Source: an optimization exercise on an open RTL-to-GDS flow (aim: small area). Production flows keep margins and buffers that such runs may drop. Only simulation tests tie the RTL to the original design; equivalence was not proved. Power is estimated from default activity; no workload was simulated.

File: flow/design.v
package pe_pkg;
    typedef logic signed [8-1:0] pe_word_t;
    typedef logic signed [8-1:0] pe_coord_t;
    typedef logic [4*8-1:0] pe_word_vec_t;
    typedef logic [4*8-1:0] pe_coord_vec_t;
    typedef logic [4*4*8-1:0] pe_word_grid_t;
    typedef logic [4*4*8-1:0] pe_coord_grid_t;
    typedef enum logic [1:0] {
        PE_IDLE,
        PE_LOAD_WEIGHT,
        PE_LOAD_FEATURE
    } pe_state_e;
endpackage
`timescale 1ns/100ps
module pe_input_stage (
    input  logic                  clk,
    input  logic                  rst,
    input  logic                  in_valid,
    input  pe_pkg::pe_word_t      weight_value,
    input  pe_pkg::pe_coord_t     weight_row,
    input  pe_pkg::pe_coord_t     weight_col,
    input  pe_pkg::pe_word_vec_t  feature_value,
    input  pe_pkg::pe_coord_vec_t feature_row,
    input  pe_pkg::pe_coord_vec_t feature_col,
    input  logic [16-1:0] in_channel,
    input  logic [16-1:0]  frame_len,
    output logic                  stage_valid,
    output logic                  frame_start,
    output logic                  weight_load,
    output logic [1:0]            weight_slot,
    output logic                  emit,
    output pe_pkg::pe_word_t      stage_weight_value,
    output pe_pkg::pe_coord_t     stage_weight_row,
    output pe_pkg::pe_coord_t     stage_weight_col,
    output pe_pkg::pe_word_vec_t  stage_feature_value,
    output pe_pkg::pe_coord_vec_t stage_feature_row,
    output pe_pkg::pe_coord_vec_t stage_feature_col,
    output logic [16-1:0] stage_channel
);
    pe_pkg::pe_state_e             state;
    pe_pkg::pe_state_e             next_state;
    logic [16-1:0]  beat_cnt;
    logic [16-1:0]  len_q;
    logic [16-1:0]  beat_idx;
    logic [16-1:0]  cur_len;
    logic                  last_beat;
    logic                  emit_beat;
    always_comb begin
        if (state == pe_pkg::PE_IDLE) begin
            beat_idx = '0;
            cur_len  = frame_len;
        end else begin
            beat_idx = beat_cnt;
            cur_len  = len_q;
        end
        last_beat = (beat_idx == cur_len - 1'b1);
        emit_beat = (beat_idx >= 16'(4 - 1));
        next_state = state;
        if (in_valid) begin
            if (last_beat) begin
                next_state = pe_pkg::PE_IDLE;
            end else if (state == pe_pkg::PE_IDLE) begin
                next_state = pe_pkg::PE_LOAD_WEIGHT;
            end else if (beat_idx == 16'(4 - 1)) begin
                next_state = pe_pkg::PE_LOAD_FEATURE;
            end
        end
    end
    always_ff @(posedge clk or posedge rst) begin
        if (rst) begin
            state    <= pe_pkg::PE_IDLE;
            beat_cnt <= '0;
            len_q    <= '0;
        end else if (in_valid) begin
            state    <= next_state;
            beat_cnt <= last_beat ? '0 : beat_idx + 1'b1;
            if (state == pe_pkg::PE_IDLE) begin
                len_q <= frame_len;
            end
        end
    end
    always_ff @(posedge clk or posedge rst) begin
        if (rst) begin
            stage_valid <= 1'b0;
            frame_start <= 1'b0;
            weight_load <= 1'b0;
            weight_slot <= '0;
            emit        <= 1'b0;
        end else begin
            stage_valid <= in_valid;
            frame_start <= in_valid && (state == pe_pkg::PE_IDLE);
            weight_load <= in_valid && (state != pe_pkg::PE_LOAD_FEATURE);
            emit        <= in_valid && emit_beat;
            if (in_valid) begin
                weight_slot <= beat_idx[1:0];
            end
        end
    end
    always_ff @(posedge clk or posedge rst) begin
        if (rst) begin
            stage_weight_value  <= '0;
            stage_weight_row    <= '0;
            stage_weight_col    <= '0;
            stage_feature_value <= '0;
            stage_feature_row   <= '0;
            stage_feature_col   <= '0;
            stage_channel       <= '0;
        end else if (in_valid) begin
            stage_weight_value  <= weight_value;
            stage_weight_row    <= weight_row;
            stage_weight_col    <= weight_col;
            stage_feature_value <= feature_value;
            stage_feature_row   <= feature_row;
            stage_feature_col   <= feature_col;
            stage_channel       <= in_channel;
        end
    end
endmodule
`timescale 1ns/100ps
module pe_operand_buffer (
    input  logic                   clk,
    input  logic                   rst,
    input  logic                   stage_valid,
    input  logic                   frame_start,
    input  logic                   weight_load,
    input  logic [1:0]             weight_slot,
    input  logic                   emit,
    input  pe_pkg::pe_word_t       stage_weight_value,
    input  pe_pkg::pe_coord_t      stage_weight_row,
    input  pe_pkg::pe_coord_t      stage_weight_col,
    input  pe_pkg::pe_word_vec_t   stage_feature_value,
    input  pe_pkg::pe_coord_vec_t  stage_feature_row,
    input  pe_pkg::pe_coord_vec_t  stage_feature_col,
    input  logic [16-1:0]  stage_channel,
    output logic                   win_valid,
    output pe_pkg::pe_word_vec_t   weights,
    output pe_pkg::pe_coord_vec_t  weight_rows,
    output pe_pkg::pe_coord_vec_t  weight_cols,
    output pe_pkg::pe_word_grid_t  window_value,
    output pe_pkg::pe_coord_grid_t window_row,
    output pe_pkg::pe_coord_grid_t window_col,
    output logic [16-1:0]  win_channel
);
    localparam int WVEC_W = 4 * 8;
    localparam int CVEC_W = 4 * 8;
    localparam int GRP_W  = 4 * 8;
    localparam int CGRP_W = 4 * 8;
    logic [WVEC_W-1:0]            weights_q;
    logic [CVEC_W-1:0]            weight_rows_q;
    logic [CVEC_W-1:0]            weight_cols_q;
    logic [4*GRP_W-1:0]   window_value_q;
    logic [4*CGRP_W-1:0]  window_row_q;
    logic [4*CGRP_W-1:0]  window_col_q;
    assign weights      = weights_q;
    assign weight_rows  = weight_rows_q;
    assign weight_cols  = weight_cols_q;
    assign window_value = window_value_q;
    assign window_row   = window_row_q;
    assign window_col   = window_col_q;
    always_ff @(posedge clk or posedge rst) begin
        if (rst) begin
            weights_q     <= '0;
            weight_rows_q <= '0;
            weight_cols_q <= '0;
        end else if (stage_valid && weight_load) begin
            for (int s = 0; s < 4; s++) begin
                if (weight_slot == 2'(s)) begin
                    weights_q[s*8 +: 8]       <= stage_weight_value;
                    weight_rows_q[s*8 +: 8] <= stage_weight_row;
                    weight_cols_q[s*8 +: 8] <= stage_weight_col;
                end
            end
        end
    end
    always_ff @(posedge clk or posedge rst) begin
        if (rst) begin
            window_value_q <= '0;
            window_row_q   <= '0;
            window_col_q   <= '0;
        end else if (stage_valid) begin
            window_value_q <= {frame_start ? {(4-1)*GRP_W{1'b0}}
                                           : window_value_q[(4-1)*GRP_W-1:0],
                               stage_feature_value};
            window_row_q   <= {frame_start ? {(4-1)*CGRP_W{1'b0}}
                                           : window_row_q[(4-1)*CGRP_W-1:0],
                               stage_feature_row};
            window_col_q   <= {frame_start ? {(4-1)*CGRP_W{1'b0}}
                                           : window_col_q[(4-1)*CGRP_W-1:0],
                               stage_feature_col};
        end
    end
    always_ff @(posedge clk or posedge rst) begin
        if (rst) begin
            win_valid   <= 1'b0;
            win_channel <= '0;
        end else begin
            win_valid <= stage_valid && emit;
            if (stage_valid) begin
                win_channel <= stage_channel;
            end
        end
    end
endmodule
`timescale 1ns/100ps
module pe_product_array (
    input  logic                   clk,
    input  logic                   rst,
    input  logic                   win_valid,
    input  pe_pkg::pe_word_vec_t   weights,
    input  pe_pkg::pe_coord_vec_t  weight_rows,
    input  pe_pkg::pe_coord_vec_t  weight_cols,
    input  pe_pkg::pe_word_grid_t  window_value,
    input  pe_pkg::pe_coord_grid_t window_row,
    input  pe_pkg::pe_coord_grid_t window_col,
    input  logic [16-1:0]  win_channel,
    output logic                   out_valid,
    output pe_pkg::pe_word_grid_t  data_out,
    output pe_pkg::pe_coord_grid_t data_out_row,
    output pe_pkg::pe_coord_grid_t data_out_col,
    output logic [16-1:0]  out_channel
);
    localparam int GRID_W  = 4 * 4 * 8;
    localparam int CGRID_W = 4 * 4 * 8;
    localparam int VEC_W  = 4 * 8;
    localparam int CVEC_W = 4 * 8;
    logic [GRID_W-1:0] prod_grid;
    logic [CGRID_W-1:0] row_grid;
    logic [CGRID_W-1:0] col_grid;
    function automatic logic signed [8-1:0] mul_trunc(input logic signed [8-1:0] a,
                                                              input logic signed [8-1:0] b);
        logic signed [2*8-1:0] full;
        full = a * b;
        mul_trunc = full[4 +: 8];
    endfunction
    for (genvar i = 0; i < 4; i++) begin : g_slot
        logic [VEC_W-1:0] slot_value;
        logic [CVEC_W-1:0] slot_row;
        logic [CVEC_W-1:0] slot_col;
        assign slot_value = window_value[i*VEC_W +: VEC_W];
        assign slot_row   = window_row[i*CVEC_W +: CVEC_W];
        assign slot_col   = window_col[i*CVEC_W +: CVEC_W];
        for (genvar j = 0; j < 4; j++) begin : g_lane
            assign prod_grid[(i*4+j)*8 +: 8] =
                mul_trunc(weights[i*8 +: 8], slot_value[j*8 +: 8]);
            assign row_grid[(i*4+j)*8 +: 8] =
                slot_row[j*8 +: 8] - weight_rows[i*8 +: 8];
            assign col_grid[(i*4+j)*8 +: 8] =
                slot_col[j*8 +: 8] - weight_cols[i*8 +: 8];
        end
    end
    always_ff @(posedge clk or posedge rst) begin
        if (rst) begin
            out_valid    <= 1'b0;
            data_out     <= '0;
            data_out_row <= '0;
            data_out_col <= '0;
            out_channel  <= '0;
        end else begin
            out_valid <= win_valid;
            if (win_valid) begin
                data_out     <= prod_grid;
                data_out_row <= row_grid;
                data_out_col <= col_grid;
                out_channel  <= win_channel;
            end else begin
                data_out     <= '0;
                data_out_row <= '0;
                data_out_col <= '0;
            end
        end
    end
endmodule
`timescale 1ns/100ps
module pe_unit (
    input  logic                   clk,
    input  logic                   rst,
    input  logic                   in_valid,
    input  pe_pkg::pe_word_t       weight_value,
    input  pe_pkg::pe_coord_t      weight_row,
    input  pe_pkg::pe_coord_t      weight_col,
    input  pe_pkg::pe_word_vec_t   feature_value,
    input  pe_pkg::pe_coord_vec_t  feature_row,
    input  pe_pkg::pe_coord_vec_t  feature_col,
    input  logic [16-1:0]  in_channel,
    input  logic [16-1:0]   frame_len,
    output logic                   out_valid,
    output pe_pkg::pe_word_grid_t  data_out,
    output pe_pkg::pe_coord_grid_t data_out_row,
    output pe_pkg::pe_coord_grid_t data_out_col,
    output logic [16-1:0]  out_channel
);
    logic                  stage_valid;
    logic                  frame_start;
    logic                  weight_load;
    logic [1:0]            weight_slot;
    logic                  emit;
    pe_pkg::pe_word_t              stage_weight_value;
    pe_pkg::pe_coord_t             stage_weight_row;
    pe_pkg::pe_coord_t             stage_weight_col;
    pe_pkg::pe_word_vec_t          stage_feature_value;
    pe_pkg::pe_coord_vec_t         stage_feature_row;
    pe_pkg::pe_coord_vec_t         stage_feature_col;
    logic [16-1:0] stage_channel;
    logic                  win_valid;
    pe_pkg::pe_word_vec_t          weights;
    pe_pkg::pe_coord_vec_t         weight_rows;
    pe_pkg::pe_coord_vec_t         weight_cols;
    pe_pkg::pe_word_grid_t         window_value;
    pe_pkg::pe_coord_grid_t        window_row;
    pe_pkg::pe_coord_grid_t        window_col;
    logic [16-1:0] win_channel;
    pe_input_stage u_input_stage (
        .clk                 (clk),
        .rst                 (rst),
        .in_valid            (in_valid),
        .weight_value        (weight_value),
        .weight_row          (weight_row),
        .weight_col          (weight_col),
        .feature_value       (feature_value),
        .feature_row         (feature_row),
        .feature_col         (feature_col),
        .in_channel          (in_channel),
        .frame_len           (frame_len),
        .stage_valid         (stage_valid),
        .frame_start         (frame_start),
        .weight_load         (weight_load),
        .weight_slot         (weight_slot),
        .emit                (emit),
        .stage_weight_value  (stage_weight_value),
        .stage_weight_row    (stage_weight_row),
        .stage_weight_col    (stage_weight_col),
        .stage_feature_value (stage_feature_value),
        .stage_feature_row   (stage_feature_row),
        .stage_feature_col   (stage_feature_col),
        .stage_channel       (stage_channel)
    );
    pe_operand_buffer u_operand_buffer (
        .clk                 (clk),
        .rst                 (rst),
        .stage_valid         (stage_valid),
        .frame_start         (frame_start),
        .weight_load         (weight_load),
        .weight_slot         (weight_slot),
        .emit                (emit),
        .stage_weight_value  (stage_weight_value),
        .stage_weight_row    (stage_weight_row),
        .stage_weight_col    (stage_weight_col),
        .stage_feature_value (stage_feature_value),
        .stage_feature_row   (stage_feature_row),
        .stage_feature_col   (stage_feature_col),
        .stage_channel       (stage_channel),
        .win_valid           (win_valid),
        .weights             (weights),
        .weight_rows         (weight_rows),
        .weight_cols         (weight_cols),
        .window_value        (window_value),
        .window_row          (window_row),
        .window_col          (window_col),
        .win_channel         (win_channel)
    );
    pe_product_array u_product_array (
        .clk          (clk),
        .rst          (rst),
        .win_valid    (win_valid),
        .weights      (weights),
        .weight_rows  (weight_rows),
        .weight_cols  (weight_cols),
        .window_value (window_value),
        .window_row   (window_row),
        .window_col   (window_col),
        .win_channel  (win_channel),
        .out_valid    (out_valid),
        .data_out     (data_out),
        .data_out_row (data_out_row),
        .data_out_col (data_out_col),
        .out_channel  (out_channel)
    );
endmodule
File: flow/run.sh
#!/bin/bash
# synth_recipe.tcl (not shown) runs the flow's synth.tcl, then flattens the netlist and writes it again
# the make line also repeats each setting of config.mk as NAME=value (left out here)
make -C /OpenROAD-flow-scripts/flow DESIGN_CONFIG=/design/flow/config.mk WORK_HOME=/design/flow/orfs CLKGATE_MAP_FILE= SYNTH_SCRIPT=/design/flow/synth_recipe.tcl finish
File: flow/config.mk
export PLATFORM = sky130hd
export DESIGN_NAME = pe_unit
export DESIGN_NICKNAME = pe_unit
export VERILOG_FILES = /design/flow/design.v
export SDC_FILE = /design/flow/constraint.sdc
export NUM_CORES = 4
export LEC_CHECK = 0
export CAP_MARGIN = 20
export CORE_MARGIN = 2
export CORE_UTILIZATION = 45
export SLEW_MARGIN = 20
File: flow/constraint.sdc
create_clock -name core_clock -period 6.0 [get_ports {clk}]
set_input_delay 1.2000 -clock core_clock [delete_from_list [all_inputs] [get_ports {clk}]]
set_output_delay 1.2000 -clock core_clock [all_outputs]
set_load 0.01 [all_outputs]
==> impl_results.md <==
* Floorplan core area at 169000 sq um
* Initial cell density of the core at 0.453
* Share of power burned in the clock network at 0.141
* Main synth FF type: dfrtp_1
* RD Place Congestion at 0.895
* Largest net degree at the start of global routing at 193
* Detail Placement HPWL at 157000 microns
* Number of nets in the finished design at 9373
* Final period util at 0.793
* Static Leakage at 43.4 nW
* Unique cell type count in the Yosys netlist at 56
* Sum Neg Setup Slack at 0 ns
* Total detailed-routing wirelength at 206000 microns
* Sum of routed wire segments on met1 at 91700 microns
* Number of DRC violations after detailed routing at 0
* Beginning of the worst register-to-register path: u_operand_buffer.weights_q[1]$_DFFE_PP0P_
* Startpoint of the most critical hold path: u_input_stage.emit$_DFF_PP0_
* Timing startpoint of the critical path: u_operand_buffer.weights_q[1]$_DFFE_PP0P_
* Unrepaired setup endpoints after global routing: no
* Number of core rows at 151
* CTS tree: yes
* Detailed-route vias per instance at 5.10
* Number of filler instances in the final layout at 15200
* Part of the Yosys area used for sequential elements at 0.350
* First-pass iteration count of the detailed router at 5
* Pins Over Slew Limit at 0
* Antenna viol nets, final at 0
* Dominant cells by area after synthesis: dfrtp_1 (35%), fa_1 (16%), ha_1 (9.7%)
* Number of enable-type register cells in the synthesized netlist at 0
* Deepest level of the CTS H-tree at 4
* Path category of the worst min-delay check: flip-flop to flip-flop
* Root Buffer Master: clkbuf_16
* Share of post-route cells with drive strength above 1 at 0.0808
* Cell-internal power at between 30 and 40 mW
* Num CTS Buffers at 130
* Slew at the pin closest to its max-slew limit at 1.10 ns
* Clk sink count at 1074
* Number of failing hold endpoints at the final stage at 0
* Overall global routing resource usage at 0.243
* Number of I/O port buffers at 555
* Kind of capture point of the worst setup path: flip-flop
* Die W at between 400 and 500 microns
* Worst IR Drop VDD at 0.516 mV
* Share of synthesized flip-flops with an asynchronous set or reset at 1.00
* Worst-path fanout max at 28
* Post-synthesis sequential element count at between 1000 and 1500
* Yosys top cell by area: dfrtp_1
* Number of max-cap violations at 0
* Worst Setup Start Kind: flip-flop
* Tot Pwr at 58.8 mW
* Overall die height at 417 microns
* Worst skew pair latency at 0.80 ns
* Setup Skew at 0.0441 ns
* DRT iter0 DRCs at 3155
* IO Pins at 556
* Buffer count from post-CTS setup fixing at 0
* Sequential cell fraction of total power at 0.205
* Combinational Power Share at 0.654
* Critical path arrival at 5.43 ns
* Final Critical Period at 4.76 ns
* Clk pin slew, worst setup/hold paths at 0.06 ns
* Power per cell area at 660 nW/um^2
* Area fraction of the dominant cell type after synthesis at 0.350
* Net switching share of the total power at 0.453
* Count of vias placed by the detailed router at 52700
* Wire length of the first global-routing pass at 327000 microns
* Post-Synthesis Cells at 7607
* Netlist Area Pre-Place at 76800 sq um
* Vias in the first global route at roughly 56000
* Total nets after synthesis at ~9000
* Final setup viols at 0
* Met2 routed wirelength at 96300 microns
* CTS-repair resized insts at 0
* CTS Hold Bufs at 0
* Buffers from clock root to sink, at most at 3
* Most common cell after layout, fill and taps aside: inv_1
* Warnings from Yosys at 3
* Run status: finished clean
* Top library cells by usage in the layout, fill and taps aside: inv_1 (1413), dfrtp_1 (1068), and2_1 (792)
* Wire length per cell at roughly 20 microns
* Area of the die at 174000 sq um
* Total met3 wirelength after detailed routing at 8650 microns
* Sum of overflow across all layers after global routing at 0
* Synthesized area divided by synthesized cell count at 10.1 sq um
* Max Clock Freq at 210 MHz
* DR top layer: met5
* Switching component of the power at ~27 mW
* Initial antenna violation count at 8
* P&R area growth vs syn at 16.0%
* Max-slew headroom at the worst pin at 0.262
* Required time at the worst-slack endpoint at 6.68 ns
* Type of the worst setup path: flip-flop to flip-flop
## through the flow
stage,setup WS [ns],utilization,cells,area [sq um],hold WS (ns)
2_1_floorplan,-10.01,-,7607,76800,0.406
3_3_place_gp,1.28,0.499,10100,84500,0.437
3_5_place_dp,1.20,0.499,10100,84500,0.441
4_1_cts,1.16,0.525,10300,89000,0.454
5_1_grt,0.942,0.525,10300,89000,0.463
6_report,1.24,0.525,10300,89000,0.451
## state kept, by name (all words and copies together), names as in the netlist, 2 cells and up
signal and cells:
u_input_stage.stage_feature_col 32, u_input_stage.stage_weight_value 8, u_operand_buffer.weight_cols_q 32, u_input_stage.stage_channel 16
u_input_stage.len_q 16, u_product_array.data_out_col 128, u_operand_buffer.weights_q 32, u_input_stage.stage_weight_row 8
u_operand_buffer.weight_rows_q 32, u_product_array.data_out 128, u_input_stage.stage_feature_row 32, u_product_array.out_channel 16
u_input_stage.stage_feature_value 32, u_product_array.data_out_row 128, u_operand_buffer.window_value_q 128, u_operand_buffer.win_channel 16
u_input_stage.weight_slot 2, u_operand_buffer.window_col_q 128, u_input_stage.beat_cnt 16, u_operand_buffer.window_row_q 128
u_input_stage.state 2, u_input_stage.stage_weight_col 8
## power by group through the flow
stage	combinational, mW	clock, mW	sequential (mW)
2_1_floorplan	29.0	0	10.8
3_3_place_gp	38.2	0	12.1
3_5_place_dp	38.8	0	12.2
4_1_cts	39.2	8.47	12.1
5_1_grt	44.3	8.78	12.3
6_report	38.4	8.27	12.0
## worst paths after layout
| kind | cells after the start | to | slack, ns |
|---|---|---|---|
| min reg2reg | 1 | u_operand_buffer.win_valid$_DFF_PP0_ | 0.45 |
| max reg2reg | 17 | u_product_array.data_out[6]$_DFF_PP0_ | 1.24 |
| max in group asynchronous | 4 | u_operand_buffer.window_value_q[18]$_DFFE_PP0P_ | 3.72 |
| max | 17 | u_product_array.data_out[6]$_DFF_PP0_ | 1.24 |
| min in group asynchronous | 2 | u_product_array.data_out[74]$_DFF_PP0_ | 0.96 |
| min | 1 | u_operand_buffer.win_valid$_DFF_PP0_ | 0.45 |
## cells in the mapped netlist, types with 3 or more instances
cell type and instances:
a2111oi_4 3, a21boi_0 41, a21o_1 132, a21oi_1 128, a31oi_1 4, and2_1 792
and3_1 39, and3b_1 55, buf_1 21, clkbuf_1 307, dfrtp_1 1074, fa_1 608
ha_1 594, inv_1 1414, mux2_2 361, mux2i_1 4, nand2_1 694, nand2b_1 33
nand3_1 29, nand3b_1 3, nand4_1 8, nor2_1 63, nor2_2 10, nor2b_1 79
nor3_1 43, nor3b_1 84, nor4_1 7, o211ai_1 3, o21a_1 32, o21ai_0 156
o22ai_1 289, or3_1 5, or4_1 4, xnor2_1 315, xor2_1 148
## worst max-delay path, stage by stage (launching register included)
cell	delay, ns
dfrtp_1	1.07
and2_1	0.26
ha_1	0.15
inv_1	0.06
fa_1	0.54
inv_1	0.04
ha_1	0.26
inv_1	0.05
fa_1	0.53
inv_1	0.04
ha_1	0.22
fa_1	0.41
a21o_1	0.20
a21o_1	0.21
a21o_1	0.19
a21oi_1	0.18
xnor2_1	0.08
and2_1	0.15
## cell families (layout without fill, tap and decap cells)
family / after synthesis / after routing / synth area share
xor+xnor: 463 / 463 / 0.0528
compound gates: 799 / 799 / 0.0651
buf+inv: 1746 / 2257 / 0.0856
fa+ha+maj: 1202 / 1202 / 0.255
flops: 1074 / 1074 / 0.350
other cells: 0 / 1 / 0
mux: 365 / 365 / 0.0535
simple gates: 1958 / 1958 / 0.138
## area by class of cell
type                       count  area [sq um]  area share
multi-input combinational   4787         43300       0.487
sequential                  1074         26900       0.302
timing repair buffer         608          6170      0.0693
inverter                    1415          5320      0.0597
clock buffer                 183          3740      0.0420
tap                         2218          2780      0.0312
clock inverter                51           800     0.00898
antenna                        1          2.50   0.0000281
## routing by layer
layer  up-vias  global-route usage
li1      24700                   -
met1     26700               0.331
met2       998               0.389
met3       315              0.0356
met4         4              0.0992
met5         -                   0

==> re-timing with driven ports <==
The results above use ideal ports. As a check the final layout listed here was re-extracted and re-timed, cells and wires unchanged. Step 1, drivers: a clkbuf_16 drives clk and a buf_2 each remaining input, both assumed. Step 2 also shifts input and output timing later by t, the mid clock arrival at the registers, as if the neighbouring blocks saw the same clock. Slacks: ideal ports / drivers / drivers and shift; pairs: ideal ports / drivers.
t (ns): 0.860
setup slack, ns: 1.242 / 1.242 / 1.242
latest minus earliest clock arrival (ns): 0.054 / 0.054
worst data-port slew with drivers (ns): 0.10
After both steps setup and hold are still met in this run. The setup slack of this run moves by 0.000 ns with the drivers and by 0.000 ns with both steps.
